What follows belongs to an exercise in optimizing a design on an open flow for small area and a short achievable clock period; a production flow would make more cautious choices. RTL that was checked went through simulation tests only; none was proved equivalent to the original. Power is estimated from default activity; no workload was simulated.

Design exec_mem_top, start of the top module:
module exec_mem_top (
    input  logic                i_clock,
    input  logic                i_reset,
    input  cpu_pkg::inst_addr_t i_pc,
    input  logic [3:0]          i_alu_op,
    input  cpu_pkg::data_t      i_operand_a,
    input  cpu_pkg::data_t      i_operand_b,
    input  cpu_pkg::data_t      i_store_data,
    input  logic                i_mem_wr_enable,
    input  cpu_pkg::reg_addr_t  i_reg_wr_addr,
    input  logic                i_reg_wr_enable,
    input  logic [1:0]          i_wb_sel,
    input  logic                i_flush,
    output cpu_pkg::data_t      o_wb_data,
    output cpu_pkg::reg_addr_t  o_wb_reg_addr,
    output logic                o_wb_reg_wr_enable
);
Size in the first run: roughly 2,200 flip-flops, ~180 I/O pins.
clock: 4.5 ns
lec_check: 0
cap_margin: 20
core_margin: 2
core_utilization: 40
cts_cluster_diameter: 80
cts_cluster_size: 26
hold_slack_margin: 0
setup_slack_margin: 2.2
slew_margin: 20
synth_hierarchical: 1
standard.sh (not shown) runs the stock make flow with config.mk's settings and CLKGATE_MAP_FILE= SYNTH_SCRIPT=/design/flow/synth_recipe.tcl, a recipe that flattens the netlist after the stock synthesis.
==> flow/flow/run.sh <==
#!/bin/bash
set -euo pipefail
export BUFFER_PORTS_ARGS="-buffer_cell sky130_fd_sc_hd__buf_2"
bash standard.sh > standard.log 2>&1
The baseline produced a clean layout.
Change:
Settings changed: SETUP_SLACK_MARGIN 2.2 to 1.7.
Outcome: The changed run completed without violations. Routed wire length went down by 3.9%. Global-route usage shrinks by 0.80 points. Cell area went down by 4.0%.
Change:
Settings changed: SETUP_SLACK_MARGIN 1.7 to 2.0, TNS_END_PERCENT set to 10.
Result:
- worst setup slack is better by 42 ps
- utilization goes up by 0.46 points
- first-iteration DRC count goes up by about 13%
- via count goes up by about 1.2%
- wire length goes up by about 1.7%
- clock-buffer cell count goes up by 1
- cell area goes up by about 1%
- cell count goes up by 0.61%
- area after synthesis is unchanged
- non-clock buffer count goes up by 58
Change:
Settings changed: PLACE_DENSITY set to 0.75, TNS_END_PERCENT 10 to not set.
Result: Worst setup slack improved by 40 ps; wire length is lower by 3.5%; power drops by 1.1%; global-route usage fell by 1.1 points.

========
Setup of v6:
exec_mem_top, a different RTL version from the one above (not shown whole).
For scale: about 4600 cells after synthesis, about 84000 um2 of cells after synthesis.
export LEC_CHECK = 0
export CAP_MARGIN = 20
export CORE_MARGIN = 2
export CORE_UTILIZATION = 50
export CTS_CLUSTER_DIAMETER = 80
export CTS_CLUSTER_SIZE = 26
export HOLD_SLACK_MARGIN = 0
export SETUP_SLACK_MARGIN = 2.0
export SLEW_MARGIN = 20
export SYNTH_HIERARCHICAL = 1
create_clock -name core_clock -period 4.5 [get_ports {i_clock}]
Scripts as last shown in full above: flow/flow/run.sh
The final layout from v6, which completed every stage, passed the timing, design-rule and antenna checks at the end of the flow.
diff inputs: v6 => v7
# v6
export LEC_CHECK = 0
export CAP_MARGIN = 20
export CORE_MARGIN = 2
export CORE_UTILIZATION = 50
export CTS_CLUSTER_DIAMETER = 80
export CTS_CLUSTER_SIZE = 26
export HOLD_SLACK_MARGIN = 0
export SETUP_SLACK_MARGIN = 2.0
export SLEW_MARGIN = 20
export SYNTH_HIERARCHICAL = 1
create_clock -name core_clock -period 4.5 [get_ports {i_clock}]
# v7
export LEC_CHECK = 0
export CAP_MARGIN = 20
export CORE_MARGIN = 2
export CORE_UTILIZATION = 40
export CTS_CLUSTER_DIAMETER = 80
export CTS_CLUSTER_SIZE = 26
export HOLD_SLACK_MARGIN = 0
export SETUP_SLACK_MARGIN = 2.0
export SLEW_MARGIN = 20
export SYNTH_HIERARCHICAL = 1
create_clock -name core_clock -period 4.5 [get_ports {i_clock}]
Notes after the runs:
Going from v6 to v7, die area grew by more than 10%. v7 — largest fanout on the critical path 2 higher, v6 as reference. ~same number of nets in the layout in v7 and v6. Going from v6 to v7, power decreased by 130 uW relative to the old numbers, combinational power increased by about 3% relative to the old numbers.
No functional check of the RTL was part of any run of this note.

========
Another version of the RTL of exec_mem_top (not shown whole).
For scale: about 4900 cells after synthesis, ~2300 flip-flops, about 180 I/O pins.
Settings: LEC_CHECK=0, CAP_MARGIN=20, CORE_MARGIN=2, CORE_UTILIZATION=40, CTS_CLUSTER_DIAMETER=80, CTS_CLUSTER_SIZE=26, GPL_ROUTABILITY_DRIVEN=0, HOLD_SLACK_MARGIN=0, SETUP_SLACK_MARGIN=2.0, SLEW_MARGIN=20, SYNTH_HIERARCHICAL=1; clock period 4.5 ns.
Scripts as last shown in full above: flow/flow/run.sh
Rerun with:
--- a/flow/config.mk
+++ b/flow/config.mk
@@ -13 +12,0 @@
-export GPL_ROUTABILITY_DRIVEN = 0
@@ -14,0 +14 @@
+export PLACE_DENSITY = 0.75
The new run finished clean.
Worst setup slack is better by 0.098 ns.
Worst hold slack gets worse by 0.0031 ns.
Clock-buffer cell count does not change.
Critical path depth is unchanged.
Via count climbs by about 0.9%.
Area after synthesis does not change.
Synthesized cell count stays the same.
Sequential share of layout area climbs by 0.21 points.
Power drops by 1.5%.
Function was not checked in any run of this note: the RTL went through the layout flow alone.

## afterwards: timing with drivers on the ports
How much do the figures lean on ideal ports? The routed layouts below were timed once more, with nothing changed but the port constraints. Step 1 sets driving cells, clkbuf_16 on the clock port and buf_2 on the other inputs (assumed; they add their load-dependent delay and slew). Step 2 times the ports against the registers' clock, not the clock port: input delays grow and output delays shrink by t, the midpoint of the rising clock arrivals with the driver on. Slacks: ideal / step 1 / step 2; pairs: ideal / step 1.
| run | t (ns) | setup slack, ns | slew at the worst register clock pin (ns) | worst slew at a driven data input, ns |
|---|---|---|---|---|
| the first run of note 1 | 0.891 | 1.672 / 1.672 / 0.853 | 0.11 / 0.11 | 0.20 |
| the second run of note 1 | 0.879 | 1.639 / 1.639 / 0.840 | 0.11 / 0.11 | 0.08 |
| the third run of note 1 | 0.871 | 1.680 / 1.680 / 0.905 | 0.11 / 0.11 | 0.20 |
| the fourth run of note 1 | 0.860 | 1.721 / 1.721 / 0.945 | 0.11 / 0.11 | 0.28 |
| v6 | 0.847 | 1.674 / 1.600 / 0.753 | 0.11 / 0.11 | 0.26 |
| v7 | 0.888 | 1.743 / 1.717 / 0.829 | 0.11 / 0.11 | 0.27 |
| the first run of note 3 | 0.849 | 1.811 / 1.826 / 0.977 | 0.11 / 0.11 | 0.21 |
| the second run of note 3 | 0.833 | 1.909 / 1.888 / 1.056 | 0.11 / 0.11 | 0.20 |
After both steps setup and hold are still met in every run listed. The setup slack of v6, which loses most, moves by -0.074 ns with the drivers and by -0.921 ns with both steps.
